From an optimization exercise on the open Yosys and OpenROAD flow, aimed at small area and a short achievable clock period; shortcuts taken in it are not production practice.
Function was checked by simulation only, so behaviour that the tests miss may differ from the original.
No activity file was given, so power comes from the tool's default toggle rates.

## design/flow/design.v

```verilog
module commit_trace_buffer #(
  parameter int DATA_W = 32,
  parameter int REG_W  = 5,
  parameter int DEPTH  = 16,
  parameter int WRAP   = 0,
  parameter int INUM_W = 16
) (
  input  logic                      clk,
  input  logic                      rst,
  input  logic                      retire_valid,
  input  logic [DATA_W-1:0]         retire_pc,
  input  logic                      retire_halt,
  input  logic                      retire_regwrite,
  input  logic [REG_W-1:0]          retire_reg,
  input  logic [DATA_W-1:0]         retire_wdata,
  input  logic                      retire_memwrite,
  input  logic [DATA_W-1:0]         retire_memaddr,
  input  logic [DATA_W-1:0]         retire_memdata,
  output logic                      out_valid,
  input  logic                      out_ready,
  output logic [INUM_W-1:0]         out_inum,
  output logic [DATA_W-1:0]         out_pc,
  output logic [1:0]                out_kind,
  output logic [REG_W-1:0]          out_reg,
  output logic [DATA_W-1:0]         out_value,
  output logic [DATA_W-1:0]         out_addr,
  output logic [$clog2(DEPTH):0]    count,
  output logic                      overflow,
  output logic                      halted
);
  localparam int CNT_W = $clog2(DEPTH) + 1;
  localparam int MD    = DEPTH - 1;                        
  localparam int W     = INUM_W + DATA_W + 2 + 2 * DATA_W;  
  localparam logic [CNT_W-1:0] FULL_CNT = CNT_W'(DEPTH);
  logic [W-1:0]      mem [MD];
  logic [W-1:0]      head;
  logic [MD-1:0]     wp;               
  logic [MD:0]       rs;               
  logic [CNT_W-1:0]  cnt;
  logic              valid_q;          
  logic              full_q;           
  logic [INUM_W-1:0] inum_ctr;
  logic              ovf_q, halted_q;
  logic              accept, pop, store, to_mem, mem_pop, head_ld, mem_we;
  logic [1:0]        new_kind;
  logic [W-1:0]      new_entry, head_nx;
  logic [MD-1:0]     rp, rp_nx, wp_nx;
  logic [MD:0]       hsel;
  logic [CNT_W-1:0]  cnt_nx;
  logic              inc, dec, valid_nx, mne_nx, full_nx;
  always_comb begin
    accept   = retire_valid & ~halted_q;
    pop      = valid_q & out_ready;
    store    = accept & (~full_q | out_ready);
    to_mem   = store & (~rs[MD] | (valid_q & ~out_ready));
    mem_pop  = pop & ~rs[MD];
    head_ld  = ~valid_q | out_ready;
    mem_we   = ~full_q | (out_ready & accept);
    new_kind = retire_halt ? 2'd3 : retire_regwrite ? 2'd1 : retire_memwrite ? 2'd2 : 2'd0;
    new_entry = {inum_ctr, retire_pc, new_kind,
                 retire_regwrite ? retire_wdata : retire_memdata,
                 retire_regwrite ? DATA_W'(retire_reg) : retire_memaddr};
    hsel    = {rs[MD:0] & {(MD+1){head_ld}}};
    head_nx = ({W{~head_ld}} & head) | ({W{hsel[MD]}} & new_entry);
    for (int i = 0; i < MD; i++) head_nx = head_nx | ({W{hsel[i]}} & mem[i]);
    inc      = store & ~pop;
    dec      = pop & ~store;
    cnt_nx   = inc ? cnt + CNT_W'(1) : dec ? cnt - CNT_W'(1) : cnt;
    valid_nx = inc | (dec ? (cnt != CNT_W'(1)) : valid_q);
    mne_nx   = inc ? valid_q : dec ? (cnt > CNT_W'(2)) : ~rs[MD];
    full_nx  = inc ? (cnt == FULL_CNT - CNT_W'(1)) : (full_q & ~dec);
    rp     = rs[MD] ? wp : rs[MD-1:0];
    rp_nx  = mem_pop ? {rp[MD-2:0], rp[MD-1]} : rp;
    wp_nx  = to_mem  ? {wp[MD-2:0], wp[MD-1]} : wp;
  end
  always_ff @(posedge clk) begin
    if (rst) begin
      wp       <= MD'(1);
      rs       <= {1'b1, MD'(0)};
      cnt      <= '0;
      valid_q  <= 1'b0;
      full_q   <= 1'b0;
      inum_ctr <= '0;
      ovf_q    <= 1'b0;
      halted_q <= 1'b0;
    end else begin
      if (accept)                      inum_ctr <= inum_ctr + INUM_W'(1);
      if (accept & retire_halt)        halted_q <= 1'b1;
      if (accept & full_q & ~out_ready) ovf_q   <= 1'b1;
      wp      <= wp_nx;
      rs      <= mne_nx ? {1'b0, rp_nx} : {1'b1, MD'(0)};
      cnt     <= cnt_nx;
      valid_q <= valid_nx;
      full_q  <= full_nx;
    end
  end
  always_ff @(posedge clk) begin
    for (int i = 0; i < MD; i++)
      if (wp[i] & mem_we) mem[i] <= new_entry;
    head <= head_nx;
  end
  assign {out_inum, out_pc, out_kind, out_value, out_addr} = head;
  assign out_reg   = head[REG_W-1:0];
  assign out_valid = valid_q;
  assign count     = cnt;
  assign overflow  = ovf_q;
  assign halted    = halted_q;
endmodule
```

## design/flow/flow/run.sh

```bash
#!/bin/bash
# The standard layout (the standard.sh), with buf_2 port buffers and a clock tree of
# larger sink clusters without dummy loads. All tool output goes to standard.log
# here and to ORFS's per-step logs under orfs/logs/.
set -euo pipefail
bash standard.sh \
  "BUFFER_PORTS_ARGS=-buffer_cell sky130_fd_sc_hd__buf_2" \
  "CTS_ARGS=-sink_clustering_enable -repair_clock_nets -dont_use_dummy_load -buf_list sky130_fd_sc_hd__clkbuf_16 -sink_clustering_size 20 -sink_clustering_max_diameter 60" \
  finish > standard.log 2>&1
```

## design/flow/standard.sh

```bash
#!/bin/bash
# synth_recipe.tcl (not shown) runs the flow's synth.tcl, then flattens the netlist and writes it again
# the make line also repeats each setting of config.mk as NAME=value (left out here)
make -C /OpenROAD-flow-scripts/flow DESIGN_CONFIG=/design/flow/config.mk WORK_HOME=/design/flow/orfs CLKGATE_MAP_FILE= SYNTH_SCRIPT=/design/flow/synth_recipe.tcl "${@:-finish}"
```

## design/flow/config.mk

```make
export PLATFORM = sky130hd
export DESIGN_NAME = commit_trace_buffer
export DESIGN_NICKNAME = commit_trace_buffer
export VERILOG_FILES = /design/flow/design.v
export SDC_FILE = /design/flow/constraint.sdc
export NUM_CORES = 4
export LEC_CHECK = 0
export CAP_MARGIN = 20
export CORE_MARGIN = 2
export CORE_UTILIZATION = 42
export SETUP_SLACK_MARGIN = 2.7
export SLEW_MARGIN = 20
```

## design/flow/constraint.sdc

```tcl
create_clock -name core_clock -period 5.0 [get_ports {clk}]
set_input_delay 1.0000 -clock core_clock [delete_from_list [all_inputs] [get_ports {clk}]]
set_output_delay 1.0000 -clock core_clock [all_outputs]
set_load 0.01 [all_outputs]
```

==> flow_metrics.env, run 1 <==
export IMPL_insertion_delay_ns=0.74
export IMPL_routed_via_density=6.35
export IMPL_regToRegStartpoint="rs[4]"
export IMPL_place_ws_ns=1.64
export IMPL_min_to="head[38]"
export IMPL_final_period_utilization_pct=45.8
export IMPL_cp_slowest_stage_delay_ns=0.42
export IMPL_fin_crit_ns=2.29
export IMPL_yosys_top_cells_area="edfxtp_1 76%, dfxtp_1 5.0%, a22oi_1 3.9%"
export IMPL_tns_ns=0
export IMPL_crit_slowest_cell="dfxtp_4"
export IMPL_synth_compound_area_share_pct=12.5
export IMPL_core_mm2=0.160
export IMPL_worstPathCellList="buf_6"
export IMPL_drive_above_1_share_pct=17.7
export IMPL_yosysTopAreaCell="edfxtp_1"
export IMPL_ys_seq_elements=1880
export IMPL_syn_nets=3887
export IMPL_antenna_found_initial=8
export IMPL_route_vias_total=39106
export IMPL_powerDensity_mw_per_mm2=368
export IMPL_htree_levels=3
export IMPL_io_pins=267
export IMPL_yosysUniqueCellTypes=49
export IMPL_power_leakage_nw=24.1
export IMPL_max_cap_violations=0
export IMPL_pwr_share_clk_pct=32.1
export IMPL_grt_pass1_wl_mm=285
export IMPL_critical_path_cell_count=1
export IMPL_holdPathStages=1
export IMPL_ys_async_sr_fraction_pct=0
export IMPL_track_usage_pct=24.2
export IMPL_p_seq_share_pct=63.3
export IMPL_highest_layer="met5"
export IMPL_status="finished clean"
export IMPL_start_util_pct=42.2
export IMPL_r2r_slack_ns=2.74
export IMPL_setup_ws_ns=2.71
export IMPL_finalSetupViolCount=0
export IMPL_gp_congestion=0.755
export IMPL_p_sw_share_pct=21.0
export IMPL_final_cell_mix="1710 x edfxtp_1, 354 x a22oi_1, 232 x a22o_1, 232 x a221oi_1, 222 x buf_2"
export IMPL_synth_adder_area_share_pct=0.148
export IMPL_skew_ns=0.0746
export IMPL_dr_wl_met3_mm=17.6
export IMPL_worst_pin_slew_ns=1.09
export IMPL_synth_top_area_share_pct=75.9
export IMPL_p_comb_share_pct=4.6
export IMPL_row_count=147
export IMPL_met2_length_mm=98.2
export IMPL_postSynthAreaPerCell_um2=18.1
export IMPL_finalWirelength_mm=205
export IMPL_area_growth_synth_to_final_pct=12.5
export IMPL_drt_iter0_markers=5268
export IMPL_hold_class="flip-flop to flip-flop"
export IMPL_cts_root_buf="clkbuf_16"
export IMPL_power_internal_mw=22.1
export IMPL_port_buffers=266
export IMPL_start_kind="flip-flop"
export IMPL_die_w_um=405
export IMPL_final_common_cell="edfxtp_1"
export IMPL_synth_edf_count=1710
export IMPL_clockBufferDepth=3
export IMPL_nNetsFinal=4150
export IMPL_cp_max_fo=2
export IMPL_grt_ovfl_total=0
export IMPL_worstSetupPathType="flip-flop to primary output"
export IMPL_rsz0062_at_grt="yes"
export IMPL_grt_pass1_vias=37385
export IMPL_yosysWarnings=2
export IMPL_grt_start_max_net_pins=86
export IMPL_first_pass_iters=5
export IMPL_r2r_end="head[66]"
export IMPL_synthMuxAreaShare_pct=1.33
export IMPL_maxSlewHeadroom_pct=26.9
export IMPL_end_kind="primary output"
export IMPL_synth_top_family_by_area="compound AO/OA/AOI/OAI gates"
export IMPL_ant_nets=0
export IMPL_fmax_mhz=437
export IMPL_r2r_worst_path_cells=5
export IMPL_yosys_area_share_simple_pct=3.24
export IMPL_crit_buf_inv=1
export IMPL_ys_seq_area_share_pct=80.9
export IMPL_fill_cells=13367
export IMPL_die_area_mm2=0.164
export IMPL_cts_made_buffers=119
export IMPL_drt_met1_wl_mm=84.4
export IMPL_cpLargestDelayFamily="flip-flops"
export IMPL_finalHoldViolCount=0
export IMPL_place_hpwl_mm=96.2
export IMPL_synth_xor_area_share_pct=0.194
export IMPL_drcViolationCount=0
export IMPL_maxSlewViolCount=0
export IMPL_vdd_drop_max_v=0.000259
export IMPL_worstPathArrival_ns=1.29
export IMPL_cts_num_sinks=1880
export IMPL_netSwitchingPower_mw=5.89
export IMPL_cp_required_ns=4.00
export IMPL_clk_pin_slew_ns=0.07
export IMPL_fp_dieH_um=405
export IMPL_synth_flop_cell="edfxtp_1"
export IMPL_hp_start="head[38]"
export IMPL_cts_tree="yes"
export IMPL_syn_cell_area_mm2=0.0677
export IMPL_syn_instance_count=3739
export IMPL_wire_per_inst_um=33.3
[power by group through the flow]
stage	logic, mW	clock network, mW	registers (mW)
6_report	1.30	8.98	17.7
5_1_grt	1.40	9.59	17.7
4_1_cts	1.29	9.07	17.7
3_5_place_dp	1.21	0	18.0
3_3_place_gp	1.19	0	18.0
2_1_floorplan	0.582	0	18.0
[worst max path at each step]
stage / from / to / slack [ns]
3_3_place_gp: retire_valid / mem[0][81] / 1.66
6_report: head[109] / out_inum[11] / 2.71
3_5_place_dp: retire_valid / mem[0][81] / 1.64
5_1_grt: head[65] / out_kind[1] / 2.69
2_1_floorplan: retire_valid / mem[1][0] / 2.24
4_1_cts: halted_q / mem[5][110] / 2.48
[cells in the mapped netlist (all sizes together) (10+ instances only)]
cell type,number
nor2b,33
nor2,125
clkbuf,133
a211oi,21
edfxtp,1710
xnor2,10
mux2,53
nand4,71
a31oi,21
nand2,78
o22a,44
and3,50
and2,15
dfxtp,170
a41oi,48
nand3,39
a222oi,28
a221oi,232
a22oi,354
a22o,232
a21oi,59
mux2i,30
buf,126
[sequential cells by signal (all words and copies together), names as in the netlist]
register  cells
cnt           5
full_q        1
halted_q      1
head        114
inum_ctr     16
mem        1710
ovf_q         1
rs           16
valid_q       1
wp           15
[stage by stage]
step	cell area [µm²]	power (mW)	cells	util (%)	hold WS [ns]
CTS	75800	28.1	6139	47.3	0.499
global route	76100	28.7	6162	47.5	0.513
floorplan	67700	18.6	3739	-	0.481
finish	76100	28.0	6163	47.5	0.492
global placement	71700	19.2	5980	44.7	0.483
detailed placement	71700	19.3	5980	44.7	0.482
[cell families after synthesis]
| kind of cell | count (synthesis) |
|---|---|
| mux | 83 |
| buf+inv | 268 |
| compound gates | 1047 |
| simple gates | 438 |
| xor+xnor | 15 |
| flops | 1880 |
| fa+ha+maj | 8 |
[per-layer routing]
metal  global-route usage (%)  vias up
met5                        0        -
met4                     6.16        2
met3                     2.89      257
met2                     39.5     2073
met1                     34.7    20720
li1                         -    16054
[cell type report]
cell class | instances | area, µm² | area share, %
timing repair buffer | 389 | 3390 | 4.45
multi-input combinational | 1603 | 12000 | 15.7
clock buffer | 119 | 2980 | 3.91
sequential | 1880 | 55000 | 72.3
inverter | 9 | 33.8 | 0.0444
tap | 2160 | 2700 | 3.55
antenna | 3 | 7.51 | 0.00986
[timing repair]
action                                  4_1_cts  5_1_grt
resized for setup                           189       14
setup buffers                                30       13
endpoints found under the setup margin     1158      624
pin swaps                                    11        6
cloned                                       10        7
hold endpoints to repair                      0        0
hold buffers                                  0        0
==> run 2: changes to the inputs <==
--- a/design/flow/design.v
+++ b/design/flow/design.v
@@ -37,2 +37,3 @@
   logic [MD-1:0]     wp;               
+  logic [MD-1:0]     wa, wf;           
   logic [MD:0]       rs;               
@@ -43,3 +44,3 @@
   logic              ovf_q, halted_q;
-  logic              accept, pop, store, to_mem, mem_pop, head_ld, mem_we;
+  logic              accept, pop, store, to_mem, mem_pop, head_ld;
   logic [1:0]        new_kind;
@@ -57,3 +58,2 @@
     head_ld  = ~valid_q | out_ready;
-    mem_we   = ~full_q | (out_ready & accept);
     new_kind = retire_halt ? 2'd3 : retire_regwrite ? 2'd1 : retire_memwrite ? 2'd2 : 2'd0;
@@ -78,2 +78,4 @@
       wp       <= MD'(1);
+      wa       <= MD'(1);
+      wf       <= '0;
       rs       <= {1'b1, MD'(0)};
@@ -90,2 +92,4 @@
       wp      <= wp_nx;
+      wa      <= full_nx ? '0 : wp_nx;
+      wf      <= (full_nx & ~(halted_q | (accept & retire_halt))) ? wp_nx : '0;
       rs      <= mne_nx ? {1'b0, rp_nx} : {1'b1, MD'(0)};
@@ -98,3 +102,3 @@
     for (int i = 0; i < MD; i++)
-      if (wp[i] & mem_we) mem[i] <= new_entry;
+      if (wa[i] | (wf[i] & out_ready & retire_valid)) mem[i] <= new_entry;
     head <= head_nx;
--- a/design/flow/config.mk
+++ b/design/flow/config.mk
@@ -9,3 +9,3 @@
 export CORE_MARGIN = 2
-export CORE_UTILIZATION = 42
+export CORE_UTILIZATION = 50
 export SETUP_SLACK_MARGIN = 2.7
==> flow_metrics.env, run 2 <==
export IMPL_powerDensity_mw_per_mm2=378
export IMPL_drt_iter0_markers=5000
export IMPL_cts_made_buffers=134
export IMPL_vdd_drop_max_v=0.000279
export IMPL_worstSetupPathType="flip-flop to primary output"
export IMPL_nNetsFinal=4233
export IMPL_ys_seq_elements=1910
export IMPL_largest_reg_flops=1710
export IMPL_fill_cells=10306
export IMPL_core_mm2=0.136
export IMPL_cp_required_ns=4.00
export IMPL_antenna_found_initial=4
export IMPL_row_count=135
export IMPL_hold_class="flip-flop to flip-flop"
export IMPL_final_area_mm2=0.0769
export IMPL_wire_per_inst_um=35.1
export IMPL_synth_top_area_share_pct=75.0
export IMPL_synthTopCellsByCount="1710 x edfxtp_1, 350 x a22oi_1, 240 x a22o_1"
export IMPL_rsz0062_at_grt="yes"
export IMPL_io_pins=267
export IMPL_grt_ovfl_total=0
export IMPL_skew_ns=0.0663
export IMPL_fp_dieH_um=374
export IMPL_insertion_delay_ns=0.77
export IMPL_area_growth_synth_to_final_pct=12.3
export IMPL_finalHoldViolCount=0
export IMPL_finalSetupViolCount=0
export IMPL_worst_pin_slew_ns=1.14
export IMPL_worstPathArrival_ns=1.35
export IMPL_syn_nets=3967
export IMPL_crit_buf_inv=1
export IMPL_track_usage_pct=28.1
export IMPL_status="finished clean"
export IMPL_ys_seq_area_share_pct=80.9
export IMPL_drive_above_1_share_pct=18.1
export IMPL_gp_congestion=0.762
export IMPL_drcViolationCount=0
export IMPL_yosysUniqueCellTypes=49
export IMPL_first_pass_iters=7
export IMPL_clk_pin_slew_ns=0.07
export IMPL_place_area_mm2=0.0722
export IMPL_cp_max_fo=5
export IMPL_finalWirelength_mm=206
export IMPL_tns_ns=0
export IMPL_cp_slowest_stage_delay_ns=0.46
export IMPL_clockBufferDepth=3
export IMPL_cts_num_sinks=1910
export IMPL_largestRegisters="mem (1710), head (114)"
export IMPL_crit_slowest_cell="dfxtp_4"
export IMPL_cts_root_buf="clkbuf_16"
export IMPL_max_cap_violations=0
export IMPL_final_common_cell="edfxtp_1"
export IMPL_final_cell_mix="1710 x edfxtp_1, 350 x a22oi_1, 240 x a22o_1"
export IMPL_port_buffers=266
export IMPL_synth_edf_count=1710
export IMPL_cpLargestDelayFamily="flip-flops"
export IMPL_final_util_pct=56.7
export IMPL_yosys_top_cells_area="edfxtp_1 75%, dfxtp_1 5.8%, a22oi_1 3.8%"
export IMPL_fin_crit_ns=2.35
export IMPL_ctsHoldBuffers=0
export IMPL_start_kind="flip-flop"
export IMPL_power_leakage_nw=24.7
export IMPL_grt_pass1_wl_mm=283
export IMPL_fin_hold_ws_ns=0.483
export IMPL_ys_async_sr_fraction_pct=0
export IMPL_die_w_um=374
export IMPL_grt_start_max_net_pins=94
export IMPL_final_period_utilization_pct=47.1
export IMPL_htree_levels=4
export IMPL_maxSlewHeadroom_pct=24.2
export IMPL_worstPathCellList="buf_6"
export IMPL_maxSlewViolCount=0
export IMPL_yosysWarnings=2
export IMPL_die_area_mm2=0.140
export IMPL_ant_nets=0
export IMPL_route_vias_total=39582
export IMPL_end_kind="primary output"
export IMPL_yosysTopAreaCell="edfxtp_1"
export IMPL_top_register="mem"
export IMPL_grt_pass1_vias=38257
export IMPL_post_synth_top_count_cell="edfxtp_1"
export IMPL_syn_cell_area_mm2=0.0685
export IMPL_syn_instance_count=3819
export IMPL_place_hpwl_mm=94.3
export IMPL_start_util_pct=50.5
export IMPL_cts_tree="yes"
export IMPL_fmax_mhz=425
export IMPL_postSynthAreaPerCell_um2=17.9
export IMPL_routed_via_density=6.75
export IMPL_synth_flop_cell="edfxtp_1"
[run 2: stage by stage]
| step | std cells | power, mW | setup WS [ns] |
|---|---|---|---|
| 4_1_cts | 5840 | 29.1 | 2.44 |
| 2_1_floorplan | 3819 | 18.8 | 2.38 |
| 6_report | 5867 | 29.1 | 2.65 |
| 3_3_place_gp | 5684 | 19.5 | 1.65 |
| 5_1_grt | 5864 | 29.8 | 2.62 |
| 3_5_place_dp | 5684 | 19.5 | 1.63 |
[run 2: path summary, 6_finish.rpt]
check,startpoint,endpoint,slack (ns),cells after the start
worst max register to register,rs[3],head[111],2.75,5
worst min register to register,head[17],head[17],0.48,2
worst max-delay path,halted_q,halted,2.65,1
worst min-delay path,head[17],head[17],0.48,2
[run 2: final cells by class]
type	count	area [µm²]	area share [%]
timing repair buffer	377	3200	4.16
antenna	3	7.51	0.00977
sequential	1910	55700	72.4
clock buffer	134	3350	4.36
tap	1781	2230	2.90
multi-input combinational	1652	12400	16.1
inverter	10	37.5	0.0488
[run 2: cells by family (layout without fill, tap and decap cells)]
logic type	Yosys count	in the layout	synth area share (%)
and+or+nand+nor	471	473	3.36
AOI/OAI and AO/OA	1059	1072	12.5
xor gates and xnor gates	15	15	0.192
DFF	1910	1910	80.9
muxes	84	84	1.32
buffers and inverters	272	521	1.64
adders and majority gates	8	8	0.146
other	0	3	0
[run 2: repair_timing]
action	in CTS	in global routing
setup endpoints to repair	1129	1049
gates cloned	2	14
resized for setup	216	21
pin swaps	1	14
setup buffers	20	10
[run 2: power by group]
group / total (mW) / switching (mW) / internal [mW]
sequential: 18.0 / 0.255 / 17.7
clock: 9.71 / 4.97 / 4.74
combinational: 1.40 / 0.863 / 0.534
total: 29.1 / 6.09 / 23.0
[run 2: routing by layer]
layer / share of wire, % / routed length (µm) / global-route usage (%)
met1: 40 / 83000 / 40.1
met2: 48 / 99200 / 45.9
met3: 8.9 / 18400 / 4.11
met4: 2.5 / 5210 / 6.98
met5: 0.0039 / 8 / 0
[run 2: worst reg2reg max path, stage by stage (launching register included)]
cell,delay [ns]
dfxtp_4,0.97
buf_12,0.52
a22o_1,0.26
a221oi_1,0.05
and3_1,0.20
a41oi_1,0.18
==> run 3: changes to the inputs <==
--- a/design/flow/design.v
+++ b/design/flow/design.v
@@ -36,4 +36,2 @@
   logic [W-1:0]      head;
-  logic [MD-1:0]     wp;               
-  logic [MD-1:0]     wa, wf;           
   logic [MD:0]       rs;               
@@ -47,6 +45,5 @@
   logic [W-1:0]      new_entry, head_nx;
-  logic [MD-1:0]     rp, rp_nx, wp_nx;
   logic [MD:0]       hsel;
   logic [CNT_W-1:0]  cnt_nx;
-  logic              inc, dec, valid_nx, mne_nx, full_nx;
+  logic              inc, dec, valid_nx, full_nx;
   always_comb begin
@@ -69,7 +66,3 @@
     valid_nx = inc | (dec ? (cnt != CNT_W'(1)) : valid_q);
-    mne_nx   = inc ? valid_q : dec ? (cnt > CNT_W'(2)) : ~rs[MD];
     full_nx  = inc ? (cnt == FULL_CNT - CNT_W'(1)) : (full_q & ~dec);
-    rp     = rs[MD] ? wp : rs[MD-1:0];
-    rp_nx  = mem_pop ? {rp[MD-2:0], rp[MD-1]} : rp;
-    wp_nx  = to_mem  ? {wp[MD-2:0], wp[MD-1]} : wp;
   end
@@ -77,5 +70,2 @@
     if (rst) begin
-      wp       <= MD'(1);
-      wa       <= MD'(1);
-      wf       <= '0;
       rs       <= {1'b1, MD'(0)};
@@ -88,9 +78,7 @@
     end else begin
-      if (accept)                      inum_ctr <= inum_ctr + INUM_W'(1);
-      if (accept & retire_halt)        halted_q <= 1'b1;
-      if (accept & full_q & ~out_ready) ovf_q   <= 1'b1;
-      wp      <= wp_nx;
-      wa      <= full_nx ? '0 : wp_nx;
-      wf      <= (full_nx & ~(halted_q | (accept & retire_halt))) ? wp_nx : '0;
-      rs      <= mne_nx ? {1'b0, rp_nx} : {1'b1, MD'(0)};
+      if (accept)                       inum_ctr <= inum_ctr + INUM_W'(1);
+      if (accept & retire_halt)         halted_q <= 1'b1;
+      if (accept & full_q & ~out_ready) ovf_q    <= 1'b1;
+      if (to_mem & ~mem_pop)            rs       <= {rs[MD-1:0], rs[MD]};
+      else if (mem_pop & ~to_mem)       rs       <= {rs[0], rs[MD:1]};
       cnt     <= cnt_nx;
@@ -101,4 +89,6 @@
   always_ff @(posedge clk) begin
-    for (int i = 0; i < MD; i++)
-      if (wa[i] | (wf[i] & out_ready & retire_valid)) mem[i] <= new_entry;
+    if (to_mem) begin
+      mem[0] <= new_entry;
+      for (int i = 1; i < MD; i++) mem[i] <= mem[i-1];
+    end
     head <= head_nx;
==> flow_metrics.env, run 3 <==
export IMPL_status="finished clean"
export IMPL_clk_pin_slew_ns=0.08
export IMPL_end_kind="flip-flop"
export IMPL_drcViolationCount=0
export IMPL_die_area_mm2=0.137
export IMPL_syn_cell_area_mm2=0.0671
export IMPL_r2r_slack_ns=2.74
export IMPL_track_usage_pct=24.7
export IMPL_ys_seq_area_share_pct=81.2
export IMPL_use_met3_pct=4.92
export IMPL_cp_required_ns=5.37
export IMPL_wire_per_inst_um=30.5
export IMPL_hold_class="input port to flip-flop"
export IMPL_grt_busiest_layer="met1"
export IMPL_grt_pass1_wl_mm=248
export IMPL_met2_usage_pct=36.5
export IMPL_yosysWarnings=2
export IMPL_grt_ovfl_total=0
export IMPL_synth_flop_cell="edfxtp_1"
export IMPL_grt_start_max_net_pins=133
export IMPL_final_common_cell="edfxtp_1"
export IMPL_fin_crit_ns=2.34
export IMPL_worstSetupPathType="input port to flip-flop"
export IMPL_place_inst=5525
export IMPL_max_cap_violations=0
export IMPL_skew_ns=0.0742
export IMPL_cts_num_sinks=1865
export IMPL_maxSlewViolCount=0
export IMPL_post_synth_top_count_cell="edfxtp_1"
export IMPL_drive_above_1_share_pct=17.2
export IMPL_tns_ns=0
export IMPL_holdPathStages=1
export IMPL_final_period_utilization_pct=46.7
export IMPL_rsz0062_at_grt="yes"
export IMPL_routed_via_density=6.59
export IMPL_area_growth_synth_to_final_pct=12.4
export IMPL_start_util_pct=50.3
export IMPL_fp_dieH_um=370
export IMPL_nNetsFinal=4083
export IMPL_ctsHoldBuffers=0
export IMPL_insertion_delay_ns=0.80
export IMPL_io_pins=267
export IMPL_postSynthAreaPerCell_um2=18.2
export IMPL_htree_levels=4
export IMPL_synthTopCellsByCount="1710 x edfxtp_1, 362 x a22oi_1, 228 x a221oi_1, 228 x a22o_1, 155 x dfxtp_1"
export IMPL_largest_reg_flops=1710
export IMPL_ys_async_sr_fraction_pct=0
export IMPL_cts_made_buffers=133
export IMPL_powerDensity_mw_per_mm2=397
export IMPL_yosys_top_cells_area="edfxtp_1 77%, dfxtp_1 4.6%, a22oi_1 4.1%"
export IMPL_final_cell_count_no_fill=5703
export IMPL_cts_tree="yes"
export IMPL_port_buffers=266
export IMPL_die_w_um=370
export IMPL_syn_instance_count=3689
export IMPL_ant_nets=0
export IMPL_largestRegisters="mem (1710), head (114)"
export IMPL_hp_start="retire_pc[0]"
export IMPL_fill_cells=10163
export IMPL_core_mm2=0.133
export IMPL_synth_edf_count=1710
export IMPL_min_to="mem[0][66]"
export IMPL_r2r_end="mem[7][39]"
export IMPL_place_hpwl_mm=85.1
export IMPL_r2r_worst_path_cells=6
export IMPL_drt_iter0_markers=5220
export IMPL_cts_root_buf="clkbuf_16"
export IMPL_finalHoldViolCount=0
export IMPL_route_vias_total=37606
export IMPL_yosysUniqueCellTypes=43
export IMPL_met1_usage_pct=37.6
export IMPL_top_register="mem"
export IMPL_synth_top_area_share_pct=76.5
export IMPL_ys_seq_elements=1865
export IMPL_fmax_mhz=428
export IMPL_p_total_mw=29.9
export IMPL_yosysTopAreaCell="edfxtp_1"
export IMPL_finalSetupViolCount=0
export IMPL_maxSlewHeadroom_pct=32.7
export IMPL_worstPathArrival_ns=2.71
export IMPL_finalWirelength_mm=174
export IMPL_syn_nets=3837
export IMPL_antenna_found_initial=8
export IMPL_grt_pass1_vias=36504
export IMPL_start_kind="input port"
export IMPL_regToRegStartpoint="halted_q"
export IMPL_row_count=134
export IMPL_first_pass_iters=6
export IMPL_vdd_drop_max_v=0.000219
export IMPL_worst_pin_slew_ns=1.01
export IMPL_final_cell_mix="1710 x edfxtp_1, 362 x a22oi_1, 228 x a22o_1, 228 x a221oi_1, 172 x buf_2"
export IMPL_power_leakage_nw=24.0
export IMPL_clockBufferDepth=3
export IMPL_gp_congestion=0.754
export IMPL_cp_max_fo=94
## run 3: changes by cell type after synthesis, sizes merged, moves of 12 or more
| cell | previous run | this run |
|---|---|---|
| a21o | 16 | 1 |
| a21oi | 51 | 76 |
| a22o | 240 | 228 |
| a22oi | 350 | 362 |
| buf | 114 | 177 |
| clkbuf | 148 | 83 |
| dfxtp | 200 | 155 |
| mux2 | 52 | 38 |
| mux2i | 32 | 18 |
| nand4 | 64 | 77 |
| nor2 | 160 | 124 |
## run 3: per-layer routing
layer  vias to the layer above  part of all wire (%)
met1                     19534                    43
met3                       245                   9.9
li1                      15837                     -
met4                         4                   2.1
met5                         -                 0.013
met2                      1986                    45
## run 3: worst max-delay path by stage
| stage | depth (start not counted) | from | endpoint |
|---|---|---|---|
| detailed placement | 7 | retire_valid | mem[0][25] |
| global route | 8 | retire_valid | rs[15] |
| global placement | 7 | retire_valid | mem[7][25] |
| floorplan | 8 | rs[15] | rs[14] |
| CTS | 1 | head[109] | out_inum[11] |
| finish | 7 | retire_valid | mem[7][39] |
## run 3: cell families (layout without fill, tap and decap cells)
kind of cell | count (synthesis) | count (layout) | synth area share [%]
adders and majority gates | 8 | 8 | 0.149
AOI/OAI and AO/OA | 1061 | 1061 | 12.7
muxes | 56 | 56 | 0.906
DFF | 1865 | 1865 | 81.2
other | 0 | 2 | 0
buffers and inverters | 269 | 513 | 1.83
and+or+nand+nor | 416 | 416 | 3.11
xor gates and xnor gates | 14 | 14 | 0.183
## run 3: what timing repair did
action / CTS / global route
cloned: 10 / 5
buffers inserted: 16 / 12
gates resized for setup: 281 / 20
endpoints found under the setup margin: 1851 / 1068
## run 3: area by class of cell
| cell class | instances | area [µm²] | area share, % |
|---|---|---|---|
| Tap cell | 1768 | 2210 | 2.93 |
| Multi-Input combinational cell | 1555 | 11400 | 15.2 |
| Inverter | 9 | 33.8 | 0.0448 |
| Sequential cell | 1865 | 54700 | 72.6 |
| Antenna cell | 2 | 5.00 | 0.00664 |
| Clock buffer | 133 | 3330 | 4.42 |
| Timing Repair Buffer | 371 | 3620 | 4.81 |
## run 3: power breakdown
part | switching (mW) | total, mW | leakage [nW] | internal [mW]
logic | 1.02 | 1.72 | 5.36 | 0.697
clock network | 4.94 | 9.64 | 1.64 | 4.70
registers | 0.552 | 18.6 | 17.0 | 18.0
total | 6.51 | 29.9 | 24.0 | 23.4
## run 3: worst max-delay path, cell delays in order
cell and delay [ns]:
buf_2 0.12, nor2b_2 0.24, o21ai_1 0.19, a21oi_4 0.24, clkbuf_16 0.29, buf_12 0.17, buf_16 0.31
## run 3: metrics by stage
stage / utilization (%) / setup slack [ns] / hold slack [ns] / instance area (µm²)
5_1_grt: 56.6 / 2.61 / 0.361 / 75400
3_3_place_gp: 52.7 / 1.25 / 0.427 / 70300
2_1_floorplan: - / -27.17 / 0.426 / 67100
6_report: 56.6 / 2.66 / 0.392 / 75400
4_1_cts: 56.3 / 2.64 / 0.329 / 75000
3_5_place_dp: 52.7 / 1.21 / 0.433 / 70300
==> run 4: changes to the inputs <==
==> design/flow/flow/run.sh (replaced) <==
#!/bin/bash
# The standard layout (the standard.sh), with buf_2 port buffers and a clock tree without
# dummy loads whose sink clusters are driven by clkbuf_8 (clkbuf_16 above them). All tool
# output goes to standard.log here and to ORFS's per-step logs under orfs/logs/.
set -euo pipefail
bash standard.sh \
  "BUFFER_PORTS_ARGS=-buffer_cell sky130_fd_sc_hd__buf_2" \
  "CTS_ARGS=-sink_clustering_enable -repair_clock_nets -dont_use_dummy_load -root_buf sky130_fd_sc_hd__clkbuf_16 -buf_list sky130_fd_sc_hd__clkbuf_16 -sink_clustering_buffer sky130_fd_sc_hd__clkbuf_8 -sink_clustering_size 16 -sink_clustering_max_diameter 50" \
  finish > standard.log 2>&1
==> flow_metrics.env, run 4 <==
export IMPL_status="finished clean"
export IMPL_start_kind="input port"
export IMPL_drive_above_1_share_pct=17.6
export IMPL_fp_dieH_um=370
export IMPL_crit_slowest_cell="a21oi_4"
export IMPL_cts_tree="yes"
export IMPL_worstPathCellList="buf_2 > nor2b_2 > o21ai_1 > a21oi_4 > buf_12 > buf_4 > buf_16"
export IMPL_gp_congestion=0.754
export IMPL_ys_async_sr_fraction_pct=0
export IMPL_fmax_mhz=431
export IMPL_final_cell_mix="1710 x edfxtp_1, 362 x a22oi_1, 228 x a22o_1, 228 x a221oi_1, 193 x buf_2"
export IMPL_wire_per_inst_um=30.7
export IMPL_die_area_mm2=0.137
export IMPL_finalSetupViolCount=0
export IMPL_place_ws_ns=1.21
export IMPL_routed_via_density=6.61
export IMPL_synth_edf_count=1710
export IMPL_final_util_pct=55.8
export IMPL_power_leakage_nw=23.5
export IMPL_fin_crit_ns=2.32
export IMPL_powerDensity_mw_per_mm2=380
export IMPL_antenna_found_initial=6
export IMPL_setup_ws_ns=2.68
export IMPL_grt_pass1_wl_mm=249
export IMPL_r2r_slack_ns=2.74
export IMPL_ys_seq_elements=1865
export IMPL_track_usage_pct=24.8
export IMPL_worst_pin_slew_ns=1.09
export IMPL_r2r_worst_path_cells=6
export IMPL_drt_iter0_markers=5233
export IMPL_vdd_drop_max_v=0.000248
export IMPL_top_register="mem"
export IMPL_nNetsFinal=4115
export IMPL_grt_pass1_vias=36749
export IMPL_end_kind="flip-flop"
export IMPL_final_common_cell="edfxtp_1"
export IMPL_cp_slowest_stage_delay_ns=0.29
export IMPL_core_mm2=0.133
export IMPL_grt_start_max_net_pins=136
export IMPL_cts_root_buf="clkbuf_16"
export IMPL_worstSetupPathType="input port to flip-flop"
export IMPL_cts_num_sinks=1865
export IMPL_ff_latch_area_mm2=0.0547
export IMPL_finalWirelength_mm=176
export IMPL_maxSlewViolCount=0
export IMPL_cts_made_buffers=165
export IMPL_synth_flop_cell="edfxtp_1"
export IMPL_min_to="mem[5][108]"
export IMPL_postSynthAreaPerCell_um2=18.2
export IMPL_holdPathStages=0
export IMPL_die_w_um=370
export IMPL_crit_buf_inv=4
export IMPL_ys_seq_area_share_pct=81.2
export IMPL_htree_levels=4
export IMPL_syn_cell_area_mm2=0.0671
export IMPL_yosysTopAreaCell="edfxtp_1"
export IMPL_largest_reg_flops=1710
export IMPL_maxSlewHeadroom_pct=27.1
export IMPL_route_vias_total=37875
export IMPL_grt_ovfl_total=0
export IMPL_fin_hold_ws_ns=0.385
export IMPL_r2r_end="mem[8][79]"
export IMPL_start_util_pct=50.3
export IMPL_cpLargestDelayFamily="buffers and inverters"
export IMPL_rsz0062_at_grt="yes"
export IMPL_io_pins=267
export IMPL_hp_start="mem[4][108]"
export IMPL_insertion_delay_ns=0.78
export IMPL_syn_nets=3837
export IMPL_finalHoldViolCount=0
export IMPL_cp_required_ns=5.34
export IMPL_clockBufferDepth=3
export IMPL_skew_ns=0.0745
export IMPL_first_pass_iters=6
export IMPL_multi_input_area_mm2=0.0115
export IMPL_cp_max_fo=68
export IMPL_ant_nets=0
export IMPL_synthTopCellsByCount="1710 x edfxtp_1, 362 x a22oi_1, 228 x a221oi_1, 228 x a22o_1, 155 x dfxtp_1"
export IMPL_synth_top_area_share_pct=76.5
export IMPL_post_synth_top_count_cell="edfxtp_1"
export IMPL_row_count=134
export IMPL_final_period_utilization_pct=46.4
export IMPL_regToRegStartpoint="halted_q"
export IMPL_ctsHoldBuffers=0
export IMPL_yosysUniqueCellTypes=43
export IMPL_yosys_top_cells_area="edfxtp_1 77%, dfxtp_1 4.6%, a22oi_1 4.1%"
export IMPL_fill_cells=10310
export IMPL_area_growth_synth_to_final_pct=10.8
export IMPL_largestRegisters="mem (1710), head (114)"
export IMPL_drcViolationCount=0
export IMPL_place_hpwl_mm=85.1
export IMPL_clk_pin_slew_ns=0.10
export IMPL_port_buffers=266
export IMPL_syn_instance_count=3689
export IMPL_max_cap_violations=0
export IMPL_yosysWarnings=2
export IMPL_hold_class="flip-flop to flip-flop"
export IMPL_tns_ns=0
export IMPL_worstPathArrival_ns=2.67
## run 4: metal layers
metal | global-route usage, % | wire [µm] | vias to the layer above | share of wire [%]
li1 | - | - | 15851 | -
met1 | 37.7 | 75400 | 19705 | 43
met2 | 36.5 | 79300 | 2036 | 45
met3 | 5.12 | 17600 | 279 | 10
met4 | 6.50 | 3960 | 4 | 2.2
met5 | 0 | 27 | - | 0.015
## run 4: layout make-up
class,instances,area share (%)
tap,1768,2.98
multi-input combinational,1555,15.4
inverter,9,0.0454
sequential,1865,73.6
clock buffer,165,3.31
antenna,1,0.00337
timing repair buffer,371,4.67
## run 4: power by group
| part | switching [mW] | internal (mW) |
|---|---|---|
| Clock | 4.76 | 3.26 |
| Sequential | 0.542 | 18.0 |
| Combinational | 1.04 | 0.653 |
| Total | 6.35 | 21.9 |
## run 4: worst max-delay path by stage
stage,start,to,slack (ns),cells past startpoint
6_report,retire_valid,mem[8][79],2.68,7
5_1_grt,retire_valid,mem[8][79],2.64,7
2_1_floorplan,rs[15],rs[14],-27.17,8
3_5_place_dp,retire_valid,mem[0][25],1.21,7
3_3_place_gp,retire_valid,mem[7][25],1.25,7
4_1_cts,head[2],out_reg[2],2.65,1
## run 4: cells by family after synthesis
logic type | count (synthesis) | synth area share, %
xor gates and xnor gates | 14 | 0.183
and+or+nand+nor | 416 | 3.11
DFF | 1865 | 81.2
muxes | 56 | 0.906
AOI/OAI and AO/OA | 1061 | 12.7
buffers and inverters | 269 | 1.83
adders and majority gates | 8 | 0.149
## run 4: timing repair
action / in CTS / in global routing
hold endpoints to repair: 0 / 0
endpoints found under the setup margin: 1854 / 1113
gates resized for setup: 230 / 22
cloned: 9 / 10
buffers inserted: 15 / 9
## run 4: stage by stage
stage	total power, mW	cell area (µm²)	std cells
floorplan	20.4	67100	3689
global placement	20.3	70300	5525
detailed placement	20.3	70300	5525
CTS	28.5	73900	5714
global route	29.2	74300	5733
finish	28.3	74400	5734
==> run 5: changes to the inputs <==
--- a/design/flow/design.v
+++ b/design/flow/design.v
@@ -40,2 +40,3 @@
   logic              full_q;           
+  logic              tm0_q, tm1_q;     
   logic [INUM_W-1:0] inum_ctr;
@@ -47,3 +48,3 @@
   logic [CNT_W-1:0]  cnt_nx;
-  logic              inc, dec, valid_nx, full_nx;
+  logic              inc, dec, valid_nx, full_nx, mne_nx, halted_nx;
   always_comb begin
@@ -52,3 +53,3 @@
     store    = accept & (~full_q | out_ready);
-    to_mem   = store & (~rs[MD] | (valid_q & ~out_ready));
+    to_mem   = retire_valid & (out_ready ? tm1_q : tm0_q);
     mem_pop  = pop & ~rs[MD];
@@ -67,2 +68,4 @@
     full_nx  = inc ? (cnt == FULL_CNT - CNT_W'(1)) : (full_q & ~dec);
+    mne_nx   = inc ? valid_q : dec ? (cnt > CNT_W'(2)) : ~rs[MD];
+    halted_nx = halted_q | (accept & retire_halt);
   end
@@ -74,2 +77,4 @@
       full_q   <= 1'b0;
+      tm0_q    <= 1'b0;
+      tm1_q    <= 1'b0;
       inum_ctr <= '0;
@@ -79,3 +84,3 @@
       if (accept)                       inum_ctr <= inum_ctr + INUM_W'(1);
-      if (accept & retire_halt)         halted_q <= 1'b1;
+      halted_q <= halted_nx;
       if (accept & full_q & ~out_ready) ovf_q    <= 1'b1;
@@ -86,2 +91,4 @@
       full_q  <= full_nx;
+      tm0_q   <= ~halted_nx & ~full_nx & valid_nx;
+      tm1_q   <= ~halted_nx & mne_nx;
     end
==> flow_metrics.env, run 5 <==
export IMPL_fin_crit_ns=2.40
export IMPL_met1_usage_pct=37.1
export IMPL_track_usage_pct=24.7
export IMPL_ys_seq_elements=1867
export IMPL_drt_iter0_markers=4739
export IMPL_clockBufferDepth=3
export IMPL_grt_busiest_layer="met2"
export IMPL_core_mm2=0.133
export IMPL_maxSlewHeadroom_pct=24.0
export IMPL_cts_tree="yes"
export IMPL_route_vias_total=37539
export IMPL_cts_num_sinks=1867
export IMPL_cts_made_buffers=160
export IMPL_start_util_pct=50.3
export IMPL_max_cap_violations=0
export IMPL_fp_dieH_um=370
export IMPL_place_area_mm2=0.0704
export IMPL_syn_cell_area_mm2=0.0670
export IMPL_ant_nets=0
export IMPL_first_pass_iters=6
export IMPL_row_count=134
export IMPL_syn_nets=3828
export IMPL_insertion_delay_ns=0.78
export IMPL_hold_class="flip-flop to flip-flop"
export IMPL_gp_congestion=0.750
export IMPL_drcViolationCount=0
export IMPL_pwr_share_clk_pct=29.2
export IMPL_final_area_mm2=0.0742
export IMPL_met2_usage_pct=37.4
export IMPL_skew_ns=0.0671
export IMPL_power_internal_mw=21.3
export IMPL_grt_pass1_wl_mm=248
export IMPL_port_buffers=266
export IMPL_place_hpwl_mm=83.3
export IMPL_finalHoldViolCount=0
export IMPL_die_area_mm2=0.137
export IMPL_cp_max_fo=72
export IMPL_postSynthAreaPerCell_um2=18.2
export IMPL_maxSlewViolCount=0
export IMPL_synth_flop_cell="edfxtp_1"
export IMPL_ys_async_sr_fraction_pct=0
export IMPL_yosysUniqueCellTypes=45
export IMPL_p_comb_share_pct=4.9
export IMPL_die_w_um=370
export IMPL_p_seq_share_pct=65.9
export IMPL_top_register="mem"
export IMPL_final_cell_mix="1710 x edfxtp_1, 313 x a22o_1, 311 x a221oi_1"
export IMPL_grt_start_max_net_pins=180
export IMPL_htree_levels=4
export IMPL_io_pins=267
export IMPL_netSwitchingPower_mw=5.89
export IMPL_drive_above_1_share_pct=17.1
export IMPL_power_leakage_nw=23.2
export IMPL_area_growth_synth_to_final_pct=10.6
export IMPL_powerDensity_mw_per_mm2=366
export IMPL_final_period_utilization_pct=47.9
export IMPL_yosysTopAreaCell="edfxtp_1"
export IMPL_fill_cells=10300
export IMPL_worstPathArrival_ns=2.82
export IMPL_vdd_drop_max_v=0.000327
export IMPL_tns_ns=0
export IMPL_antenna_found_initial=10
export IMPL_grt_pass1_vias=36340
export IMPL_post_synth_top_count_cell="edfxtp_1"
export IMPL_final_cell_count_no_fill=5704
export IMPL_synthTopCellsByCount="1710 x edfxtp_1, 313 x a22o_1, 311 x a221oi_1"
export IMPL_final_common_cell="edfxtp_1"
export IMPL_p_total_mw=27.2
export IMPL_synth_edf_count=1710
export IMPL_cp_required_ns=5.43
export IMPL_worst_pin_slew_ns=1.14
export IMPL_use_met3_pct=4.96
export IMPL_fmax_mhz=417
export IMPL_fin_hold_ws_ns=0.390
export IMPL_status="finished clean"
export IMPL_nNetsFinal=4082
export IMPL_routed_via_density=6.58
export IMPL_place_inst=5508
export IMPL_clk_pin_slew_ns=0.10
export IMPL_largest_reg_flops=1710
export IMPL_synth_top_area_share_pct=76.6
export IMPL_finalWirelength_mm=175
export IMPL_worstSetupPathType="input port to flip-flop"
export IMPL_rsz0062_at_grt="yes"
export IMPL_finalSetupViolCount=0
export IMPL_p_sw_share_pct=21.7
export IMPL_syn_instance_count=3679
export IMPL_ctsHoldBuffers=0
export IMPL_yosysWarnings=2
export IMPL_yosys_top_cells_area="edfxtp_1 77%, dfxtp_1 4.7%, a22o_1 4.1%"
export IMPL_ys_seq_area_share_pct=81.3
export IMPL_start_kind="input port"
export IMPL_end_kind="flip-flop"
export IMPL_grt_ovfl_total=0
export IMPL_cts_root_buf="clkbuf_16"
export IMPL_largestRegisters="mem (1710), head (114)"
export IMPL_wire_per_inst_um=30.6
-- run 5: cell count changes in the layout (fill, tap and decap cells not counted), moves of 22 or more --
cell / before / now
a21oi_1: 75 / 127
a221oi_1: 228 / 311
a22o_1: 228 / 313
a22oi_1: 362 / 195
nand2_1: 76 / 34
nand4_1: 76 / 35
nor2_1: 124 / 146
-- run 5: per-layer routing --
layer | vias to the layer above | part of all wire, %
met1 | 19717 | 43
met5 | - | 0.034
met2 | 1769 | 46
li1 | 15795 | -
met3 | 248 | 8.8
met4 | 10 | 1.9
-- run 5: area by class of cell --
cell class | instances | area (µm²) | area share [%]
Clock buffer | 160 | 2390 | 3.23
Sequential cell | 1867 | 54800 | 73.8
Multi-Input combinational cell | 1543 | 11500 | 15.5
Inverter | 11 | 41.3 | 0.0557
Timing Repair Buffer | 350 | 3240 | 4.37
Antenna cell | 5 | 12.5 | 0.0169
Tap cell | 1768 | 2210 | 2.98
-- run 5: final timing paths --
check	cells after the start	from	endpoint	slack (ns)
max	6	out_ready	mem[5][69]	2.60
min	0	mem[1][86]	mem[2][86]	0.39
max reg2reg	5	tm0_q	mem[5][69]	2.73
min reg2reg	0	mem[1][86]	mem[2][86]	0.39
-- run 5: worst max-delay path, stage by stage --
cell and delay (ns):
buf_2 0.15, mux2i_2 0.17, nor2b_4 0.29, buf_16 0.36, buf_16 0.36, clkbuf_16 0.40
-- run 5: metrics by stage --
stage / utilization [%] / setup slack (ns)
finish: 55.6 / 2.60
floorplan: - / -23.89
global route: 55.6 / 2.53
detailed placement: 52.8 / 1.59
global placement: 52.8 / 1.63
CTS: 55.4 / 2.48
-- run 5: cells by family after synthesis --
logic type / after synthesis / synth area share, %
simple gates: 362 / 2.65
fa+ha+maj: 9 / 0.168
compound gates: 1099 / 13.1
flops: 1867 / 81.3
buf+inv: 269 / 1.61
mux: 57 / 0.922
xor+xnor: 16 / 0.209
-- run 5: what timing repair did --
action,in CTS,in global routing
setup buffers,14,8
gates cloned,4,5
setup endpoints to repair,1273,1130
hold endpoints to repair,0,0
gates resized for setup,224,24
-- run 5: power by group through the flow --
stage,clock network (mW),registers [mW],logic (mW)
5_1_grt,8.65,18.0,1.43
4_1_cts,8.13,17.9,1.31
3_5_place_dp,0,18.2,1.15
2_1_floorplan,0,18.6,0.601
6_report,7.92,17.9,1.33
3_3_place_gp,0,18.2,1.13
==> run 6: changes to the inputs <==
--- a/design/flow/design.v
+++ b/design/flow/design.v
@@ -36,3 +36,2 @@
   logic [W-1:0]      head;
-  logic [MD:0]       rs;               
   logic [CNT_W-1:0]  cnt;
@@ -46,3 +45,3 @@
   logic [W-1:0]      new_entry, head_nx;
-  logic [MD:0]       hsel;
+  logic [MD:0]       rs, hsel;         
   logic [CNT_W-1:0]  cnt_nx;
@@ -50,2 +49,4 @@
   always_comb begin
+    for (int i = 0; i < MD; i++) rs[i] = (cnt == CNT_W'(i + 2));
+    rs[MD]   = (cnt < CNT_W'(2));
     accept   = retire_valid & ~halted_q;
@@ -73,3 +74,2 @@
     if (rst) begin
-      rs       <= {1'b1, MD'(0)};
       cnt      <= '0;
@@ -86,4 +86,2 @@
       if (accept & full_q & ~out_ready) ovf_q    <= 1'b1;
-      if (to_mem & ~mem_pop)            rs       <= {rs[MD-1:0], rs[MD]};
-      else if (mem_pop & ~to_mem)       rs       <= {rs[0], rs[MD:1]};
       cnt     <= cnt_nx;
==> flow_metrics.env, run 6 <==
export IMPL_worstSetupPathType="input port to flip-flop"
export IMPL_nNetsFinal=4536
export IMPL_syn_nets=4010
export IMPL_power_leakage_nw=25.9
export IMPL_cp_max_fo=23
export IMPL_ys_async_sr_fraction_pct=0
export IMPL_r2r_worst_path_cells=7
export IMPL_multi_input_area_mm2=0.0134
export IMPL_top_register="mem"
export IMPL_start_kind="input port"
export IMPL_fmax_mhz=406
export IMPL_cts_made_buffers=160
export IMPL_postSynthAreaPerCell_um2=17.5
export IMPL_clockBufferDepth=3
export IMPL_ys_seq_elements=1851
export IMPL_vdd_drop_max_v=0.000318
export IMPL_maxSlewHeadroom_pct=42.0
export IMPL_drcViolationCount=0
export IMPL_drive_above_1_share_pct=25.2
export IMPL_largestRegisters="mem (1710), head (114), inum_ctr (16)"
export IMPL_cp_required_ns=5.63
export IMPL_status="finished clean"
export IMPL_maxSlewViolCount=0
export IMPL_area_growth_synth_to_final_pct=17.7
export IMPL_ant_nets=0
export IMPL_route_vias_total=42666
export IMPL_cts_num_sinks=1851
export IMPL_insertion_delay_ns=0.79
export IMPL_syn_instance_count=3861
export IMPL_die_area_mm2=0.138
export IMPL_fill_cells=9970
export IMPL_finalHoldViolCount=0
export IMPL_yosysWarnings=2
export IMPL_core_mm2=0.135
export IMPL_post_synth_top_count_cell="edfxtp_1"
export IMPL_yosysTopAreaCell="edfxtp_1"
export IMPL_drt_iter0_markers=6787
export IMPL_yosys_top_cells_area="edfxtp_1 76%, dfxtp_1 4.2%, a22oi_1 3.6%"
export IMPL_finalSetupViolCount=0
export IMPL_wire_per_inst_um=36.1
export IMPL_ff_latch_area_mm2=0.0545
export IMPL_ys_seq_area_share_pct=80.0
export IMPL_antenna_found_initial=7
export IMPL_die_w_um=372
export IMPL_worst_pin_slew_ns=0.870
export IMPL_grt_pass1_vias=39409
export IMPL_end_kind="flip-flop"
export IMPL_cts_tree="yes"
export IMPL_syn_cell_area_mm2=0.0677
export IMPL_port_buffers=266
export IMPL_place_hpwl_mm=105
export IMPL_final_period_utilization_pct=49.3
export IMPL_rsz0062_at_grt="yes"
export IMPL_htree_levels=4
export IMPL_clk_pin_slew_ns=0.08
export IMPL_synth_edf_count=1710
export IMPL_first_pass_iters=8
export IMPL_finalWirelength_mm=222
export IMPL_p_total_mw=33.7
export IMPL_synthTopCellsByCount="1710 x edfxtp_1, 328 x a22oi_1, 145 x a221oi_1"
export IMPL_gp_congestion=0.792
export IMPL_grt_ovfl_total=0
export IMPL_routed_via_density=6.92
export IMPL_fp_dieH_um=372
export IMPL_skew_ns=0.0760
export IMPL_track_usage_pct=30.5
export IMPL_cts_root_buf="clkbuf_16"
export IMPL_final_common_cell="edfxtp_1"
export IMPL_synth_flop_cell="edfxtp_1"
export IMPL_grt_start_max_net_pins=75
export IMPL_holdPathStages=0
export IMPL_powerDensity_mw_per_mm2=423
export IMPL_final_cell_mix="1710 x edfxtp_1, 305 x a22oi_1, 176 x buf_2"
export IMPL_synth_top_area_share_pct=75.9
export IMPL_start_util_pct=50.2
export IMPL_hold_class="flip-flop to flip-flop"
export IMPL_row_count=135
export IMPL_tns_ns=0
export IMPL_fin_crit_ns=2.46
export IMPL_grt_pass1_wl_mm=297
export IMPL_largest_reg_flops=1710
export IMPL_max_cap_violations=0
export IMPL_yosysUniqueCellTypes=66
export IMPL_worstPathArrival_ns=3.09
export IMPL_io_pins=267
## run 6: cell count changes after synthesis, sizes merged, moves of 53 or more
cell / before / now
a222oi: 28 / 81
a221oi: 311 / 145
buf: 93 / 146
nand4: 35 / 89
a22oi: 195 / 328
a21oi: 129 / 74
a22o: 313 / 105
nand2: 35 / 139
## run 6: repair_timing
| action | 4_1_cts | 5_1_grt |
|---|---|---|
| endpoints found under the setup margin | 1401 | 187 |
| resized for setup | 440 | 216 |
| setup buffers | 135 | 61 |
| cloned | 43 | 18 |
| hold buffers | 0 | 0 |
| pin swaps | 43 | 89 |
| endpoints found under the hold margin | 0 | 0 |
## run 6: final timing paths
check                                 from         end  slack, ns
worst max-delay path             out_ready    head[67]       2.54
worst max register to register      cnt[0]    head[67]       2.57
worst min-delay path            mem[4][36]  mem[5][36]       0.39
worst min register to register  mem[4][36]  mem[5][36]       0.39
## run 6: worst max-delay path: stages
cell and delay, ns:
buf_4 0.18, buf_12 0.16, nor2b_4 0.25, buf_12 0.26, nor3_4 0.07, buf_4 0.16, buf_12 0.17, a22oi_1 0.26
nand2_1 0.08, or4b_1 0.45
## run 6: layout make-up
type	instances	share of cell area, %
Timing Repair Buffer	614	8.91
Antenna cell	3	0.00942
Multi-Input combinational cell	1749	16.9
Sequential cell	1851	68.3
Clock buffer	160	3.00
Tap cell	1781	2.80
Inverter	11	0.0691
## run 6: metal layers
layer	vias to the layer above	wire, µm	GRT usage, %
li1	16983	-	-
met1	22007	85300	44.3
met2	3156	100000	46.5
met3	518	26600	5.84
met4	2	10000	10.9
met5	-	13	0
## run 6: kinds of logic after synthesis
logic type | count (synthesis) | synth area share, %
buffers and inverters | 277 | 1.80
multiplexers | 93 | 1.46
flip-flops | 1851 | 80.0
adder cells (fa/ha/maj) | 9 | 0.166
AND/OR/NAND/NOR | 642 | 4.94
AO/OA/AOI/OAI | 972 | 11.4
XOR/XNOR | 17 | 0.220
## run 6: metrics by stage
| stage | util (%) | hold WS [ns] | area, µm² | std cells | worst slack [ns] |
|---|---|---|---|---|---|
| floorplan | - | 0.417 | 67700 | 3861 | -22.00 |
| global placement | 52.9 | 0.421 | 71400 | 5749 | 1.25 |
| detailed placement | 52.9 | 0.425 | 71400 | 5749 | 1.26 |
| CTS | 57.6 | 0.367 | 77800 | 6087 | 2.56 |
| global route | 59.0 | 0.383 | 79700 | 6166 | 2.52 |
| finish | 59.0 | 0.385 | 79700 | 6169 | 2.54 |
## run 6: report_power, final
group | switching, mW | internal, mW
clock | 4.83 | 3.17
combinational | 3.77 | 2.67
sequential | 0.988 | 18.3
==> run 7: changes to the inputs <==
--- a/design/flow/design.v
+++ b/design/flow/design.v
@@ -36,2 +36,4 @@
   logic [W-1:0]      head;
+  logic [MD-1:0]     wp;               
+  logic [MD:0]       rs;               
   logic [CNT_W-1:0]  cnt;
@@ -39,14 +41,12 @@
   logic              full_q;           
-  logic              tm0_q, tm1_q;     
   logic [INUM_W-1:0] inum_ctr;
   logic              ovf_q, halted_q;
-  logic              accept, pop, store, to_mem, mem_pop, head_ld;
+  logic              accept, pop, store, to_mem, mem_pop, head_ld, mem_we;
   logic [1:0]        new_kind;
   logic [W-1:0]      new_entry, head_nx;
-  logic [MD:0]       rs, hsel;         
+  logic [MD-1:0]     rp, rp_nx, wp_nx;
+  logic [MD:0]       hsel;
   logic [CNT_W-1:0]  cnt_nx;
-  logic              inc, dec, valid_nx, full_nx, mne_nx, halted_nx;
+  logic              inc, dec, valid_nx, mne_nx, full_nx;
   always_comb begin
-    for (int i = 0; i < MD; i++) rs[i] = (cnt == CNT_W'(i + 2));
-    rs[MD]   = (cnt < CNT_W'(2));
     accept   = retire_valid & ~halted_q;
@@ -54,5 +54,6 @@
     store    = accept & (~full_q | out_ready);
-    to_mem   = retire_valid & (out_ready ? tm1_q : tm0_q);
+    to_mem   = store & (~rs[MD] | (valid_q & ~out_ready));
     mem_pop  = pop & ~rs[MD];
     head_ld  = ~valid_q | out_ready;
+    mem_we   = ~full_q | (out_ready & accept);
     new_kind = retire_halt ? 2'd3 : retire_regwrite ? 2'd1 : retire_memwrite ? 2'd2 : 2'd0;
@@ -68,5 +69,7 @@
     valid_nx = inc | (dec ? (cnt != CNT_W'(1)) : valid_q);
+    mne_nx   = inc ? valid_q : dec ? (cnt > CNT_W'(2)) : ~rs[MD];
     full_nx  = inc ? (cnt == FULL_CNT - CNT_W'(1)) : (full_q & ~dec);
-    mne_nx   = inc ? valid_q : dec ? (cnt > CNT_W'(2)) : ~rs[MD];
-    halted_nx = halted_q | (accept & retire_halt);
+    rp     = rs[MD] ? wp : rs[MD-1:0];
+    rp_nx  = mem_pop ? {rp[MD-2:0], rp[MD-1]} : rp;
+    wp_nx  = to_mem  ? {wp[MD-2:0], wp[MD-1]} : wp;
   end
@@ -74,2 +77,4 @@
     if (rst) begin
+      wp       <= MD'(1);
+      rs       <= {1'b1, MD'(0)};
       cnt      <= '0;
@@ -77,4 +82,2 @@
       full_q   <= 1'b0;
-      tm0_q    <= 1'b0;
-      tm1_q    <= 1'b0;
       inum_ctr <= '0;
@@ -83,5 +86,7 @@
     end else begin
-      if (accept)                       inum_ctr <= inum_ctr + INUM_W'(1);
-      halted_q <= halted_nx;
-      if (accept & full_q & ~out_ready) ovf_q    <= 1'b1;
+      if (accept)                      inum_ctr <= inum_ctr + INUM_W'(1);
+      if (accept & retire_halt)        halted_q <= 1'b1;
+      if (accept & full_q & ~out_ready) ovf_q   <= 1'b1;
+      wp      <= wp_nx;
+      rs      <= mne_nx ? {1'b0, rp_nx} : {1'b1, MD'(0)};
       cnt     <= cnt_nx;
@@ -89,4 +94,2 @@
       full_q  <= full_nx;
-      tm0_q   <= ~halted_nx & ~full_nx & valid_nx;
-      tm1_q   <= ~halted_nx & mne_nx;
     end
@@ -94,6 +97,4 @@
   always_ff @(posedge clk) begin
-    if (to_mem) begin
-      mem[0] <= new_entry;
-      for (int i = 1; i < MD; i++) mem[i] <= mem[i-1];
-    end
+    for (int i = 0; i < MD; i++)
+      if (wp[i] & mem_we) mem[i] <= new_entry;
     head <= head_nx;
==> flow_metrics.env, run 7 <==
export IMPL_yosysUniqueCellTypes=49
export IMPL_nNetsFinal=4202
export IMPL_tns_ns=0
export IMPL_synth_flop_cell="edfxtp_1"
export IMPL_start_kind="flip-flop"
export IMPL_io_pins=267
export IMPL_ys_async_sr_fraction_pct=0
export IMPL_drive_above_1_share_pct=19.3
export IMPL_area_growth_synth_to_final_pct=11.4
export IMPL_route_vias_total=39247
export IMPL_maxSlewHeadroom_pct=23.9
export IMPL_powerDensity_mw_per_mm2=358
export IMPL_grt_ovfl_total=0
export IMPL_syn_instance_count=3739
export IMPL_max_cap_violations=0
export IMPL_post_synth_top_count_cell="edfxtp_1"
export IMPL_hp_start="ovf_q"
export IMPL_end_kind="primary output"
export IMPL_yosys_top_cells_area="edfxtp_1 76%, dfxtp_1 5.0%, a22oi_1 3.9%"
export IMPL_core_mm2=0.134
export IMPL_cts_num_sinks=1880
export IMPL_cts_tree="yes"
export IMPL_maxSlewViolCount=0
export IMPL_r2r_worst_path_cells=5
export IMPL_clk_pin_slew_ns=0.10
export IMPL_grt_pass1_wl_mm=282
export IMPL_place_ws_ns=1.69
export IMPL_p_total_mw=27.0
export IMPL_synth_edf_count=1710
export IMPL_syn_cell_area_mm2=0.0677
export IMPL_status="finished clean"
export IMPL_insertion_delay_ns=0.78
export IMPL_ant_nets=0
export IMPL_final_area_mm2=0.0754
export IMPL_setup_ws_ns=2.65
export IMPL_place_hpwl_mm=91.4
export IMPL_largest_reg_flops=1710
export IMPL_final_util_pct=56.3
export IMPL_routed_via_density=6.74
export IMPL_skew_ns=0.0619
export IMPL_ys_seq_elements=1880
export IMPL_cp_required_ns=4.00
export IMPL_wire_per_inst_um=34.9
export IMPL_track_usage_pct=28.9
export IMPL_final_common_cell="edfxtp_1"
export IMPL_worstSetupPathType="flip-flop to primary output"
export IMPL_finalWirelength_mm=203
export IMPL_crit_buf_inv=1
export IMPL_first_pass_iters=5
export IMPL_fp_dieH_um=372
export IMPL_yosysTopAreaCell="edfxtp_1"
export IMPL_start_util_pct=50.5
export IMPL_gp_congestion=0.755
export IMPL_htree_levels=4
export IMPL_finalSetupViolCount=0
export IMPL_clockBufferDepth=3
export IMPL_cts_root_buf="clkbuf_16"
export IMPL_cts_made_buffers=160
export IMPL_grt_start_max_net_pins=156
export IMPL_fmax_mhz=426
export IMPL_port_buffers=266
export IMPL_syn_nets=3887
export IMPL_row_count=134
export IMPL_postSynthAreaPerCell_um2=18.1
export IMPL_cp_slowest_stage_delay_ns=0.43
export IMPL_grt_pass1_vias=37709
export IMPL_final_cell_mix="1710 x edfxtp_1, 354 x a22oi_1, 232 x a22o_1, 232 x a221oi_1, 183 x buf_2"
export IMPL_fin_crit_ns=2.35
export IMPL_synth_top_area_share_pct=75.9
export IMPL_top_register="mem"
export IMPL_r2r_end="head[66]"
export IMPL_crit_slowest_cell="dfxtp_4"
export IMPL_regToRegStartpoint="rs[10]"
export IMPL_worstPathCellList="buf_6"
export IMPL_holdPathStages=2
export IMPL_min_to="ovf_q"
export IMPL_drcViolationCount=0
export IMPL_drt_iter0_markers=5583
export IMPL_rsz0062_at_grt="yes"
export IMPL_die_area_mm2=0.138
export IMPL_cp_max_fo=2
export IMPL_largestRegisters="mem (1710), head (114)"
export IMPL_synthTopCellsByCount="1710 x edfxtp_1, 354 x a22oi_1, 232 x a221oi_1, 232 x a22o_1, 170 x dfxtp_1"
export IMPL_vdd_drop_max_v=0.000228
export IMPL_finalHoldViolCount=0
export IMPL_r2r_slack_ns=2.73
export IMPL_antenna_found_initial=9
export IMPL_hold_class="flip-flop to flip-flop"
export IMPL_yosysWarnings=2
export IMPL_cpLargestDelayFamily="flip-flops"
export IMPL_die_w_um=372
export IMPL_power_leakage_nw=24.0
export IMPL_ys_seq_area_share_pct=80.9
export IMPL_worstPathArrival_ns=1.35
export IMPL_final_period_utilization_pct=47.0
export IMPL_worst_pin_slew_ns=1.14
export IMPL_place_area_mm2=0.0713
[run 7: cell families after synthesis]
group                      count (synthesis)  synth area share (%)
DFF                                     1880                  80.9
AOI/OAI and AO/OA                       1047                  12.5
and+or+nand+nor                          438                  3.24
buffers and inverters                    268                  1.67
muxes                                     83                  1.33
xor gates and xnor gates                  15                 0.194
adders and majority gates                  8                 0.148
[run 7: worst max path at each step]
| stage | endpoint | from | depth (start not counted) | slack, ns |
|---|---|---|---|---|
| after floorplan | mem[1][0] | retire_valid | 5 | 2.24 |
| after global placement | mem[14][17] | retire_valid | 6 | 1.71 |
| after detailed placement | mem[14][17] | retire_valid | 6 | 1.69 |
| after CTS | out_kind[0] | head[64] | 1 | 2.60 |
| after global routing | inum_ctr[15] | inum_ctr[6] | 4 | 2.58 |
| final | out_kind[0] | head[64] | 1 | 2.65 |
[run 7: repair_timing]
item / in CTS / in global routing
gates resized for setup: 258 / 12
hold buffers: 0 / 0
endpoints found under the setup margin: 1281 / 208
pin swaps: 13 / 2
setup buffers: 47 / 6
gates cloned: 17 / 2
[run 7: tightest hold or removal path, cell delays in order, from the launching register on]
cell     delay, ns
dfxtp_2       0.33
a21oi_1       0.04
nor2_1        0.07
[run 7: stage by stage]
| stage | hold slack, ns | cells |
|---|---|---|
| 4_1_cts | 0.485 | 5812 |
| 5_1_grt | 0.499 | 5821 |
| 3_5_place_dp | 0.478 | 5588 |
| 6_report | 0.483 | 5823 |
| 3_3_place_gp | 0.474 | 5588 |
| 2_1_floorplan | 0.481 | 3739 |
[run 7: metal layers]
layer	vias up	GRT usage, %	routed length, µm
met2	2316	45.5	94700
met4	6	8.55	5790
met1	20510	40.8	81000
met5	-	0	45
met3	320	6.21	21400
li1	16095	-	-
[run 7: final cells by class]
class	instances	area, µm²
sequential	1880	55100
timing repair buffer	398	3670
clock buffer	160	2390
fill	10216	58600
multi-input combinational	1605	12000
tap	1768	2210
antenna	3	7.51
inverter	9	33.8
[run 7: where the power goes]
| group | leakage [nW] | total [mW] | switching [mW] | internal, mW |
|---|---|---|---|---|
| Sequential | 17.1 | 17.7 | 0.253 | 17.5 |
| Combinational | 5.69 | 1.38 | 0.836 | 0.549 |
| Clock | 1.24 | 7.91 | 4.73 | 3.17 |

-- static timing again, ports no longer ideal --
How much do the figures lean on ideal ports? The routed layouts below were timed once more, with nothing changed but the port constraints. Step 1, drivers: a clkbuf_16 drives clk and a buf_2 each remaining input, both assumed. Step 2 moves the port delays by t, midway between the first and last clock arrival at a register: inputs arrive t later, outputs are due t later. That takes back most of the time a late clock gives input paths. Slacks: no drivers / after step 1 / after step 2; pairs: no drivers / after step 1.
run	shift t [ns]	setup slack, ns	worst hold slack (ns)	clock arrival spread, ns	worst slew at a driven data input, ns
run 1	0.803	2.709 / 2.625 / 1.992	0.492 / 0.492 / 0.492	0.099 / 0.098	0.15
run 2	0.824	2.645 / 2.566 / 1.939	0.483 / 0.483 / 0.483	0.076 / 0.076	0.20
run 3	0.831	2.664 / 2.639 / 1.869	0.392 / 0.358 / 0.402	0.082 / 0.082	0.11
run 4	0.802	2.679 / 2.650 / 1.915	0.385 / 0.364 / 0.385	0.103 / 0.103	0.11
run 5	0.825	2.604 / 2.635 / 1.816	0.390 / 0.374 / 0.390	0.072 / 0.072	0.12
run 6	0.843	2.536 / 2.512 / 1.752	0.385 / 0.369 / 0.385	0.095 / 0.095	0.05
run 7	0.835	2.651 / 2.574 / 1.992	0.483 / 0.483 / 0.483	0.078 / 0.079	0.13
After both steps every run listed still meets setup and hold. For run 3, which loses most, drivers alone change the setup slack by -0.025 ns; drivers and shift together by -0.795 ns.
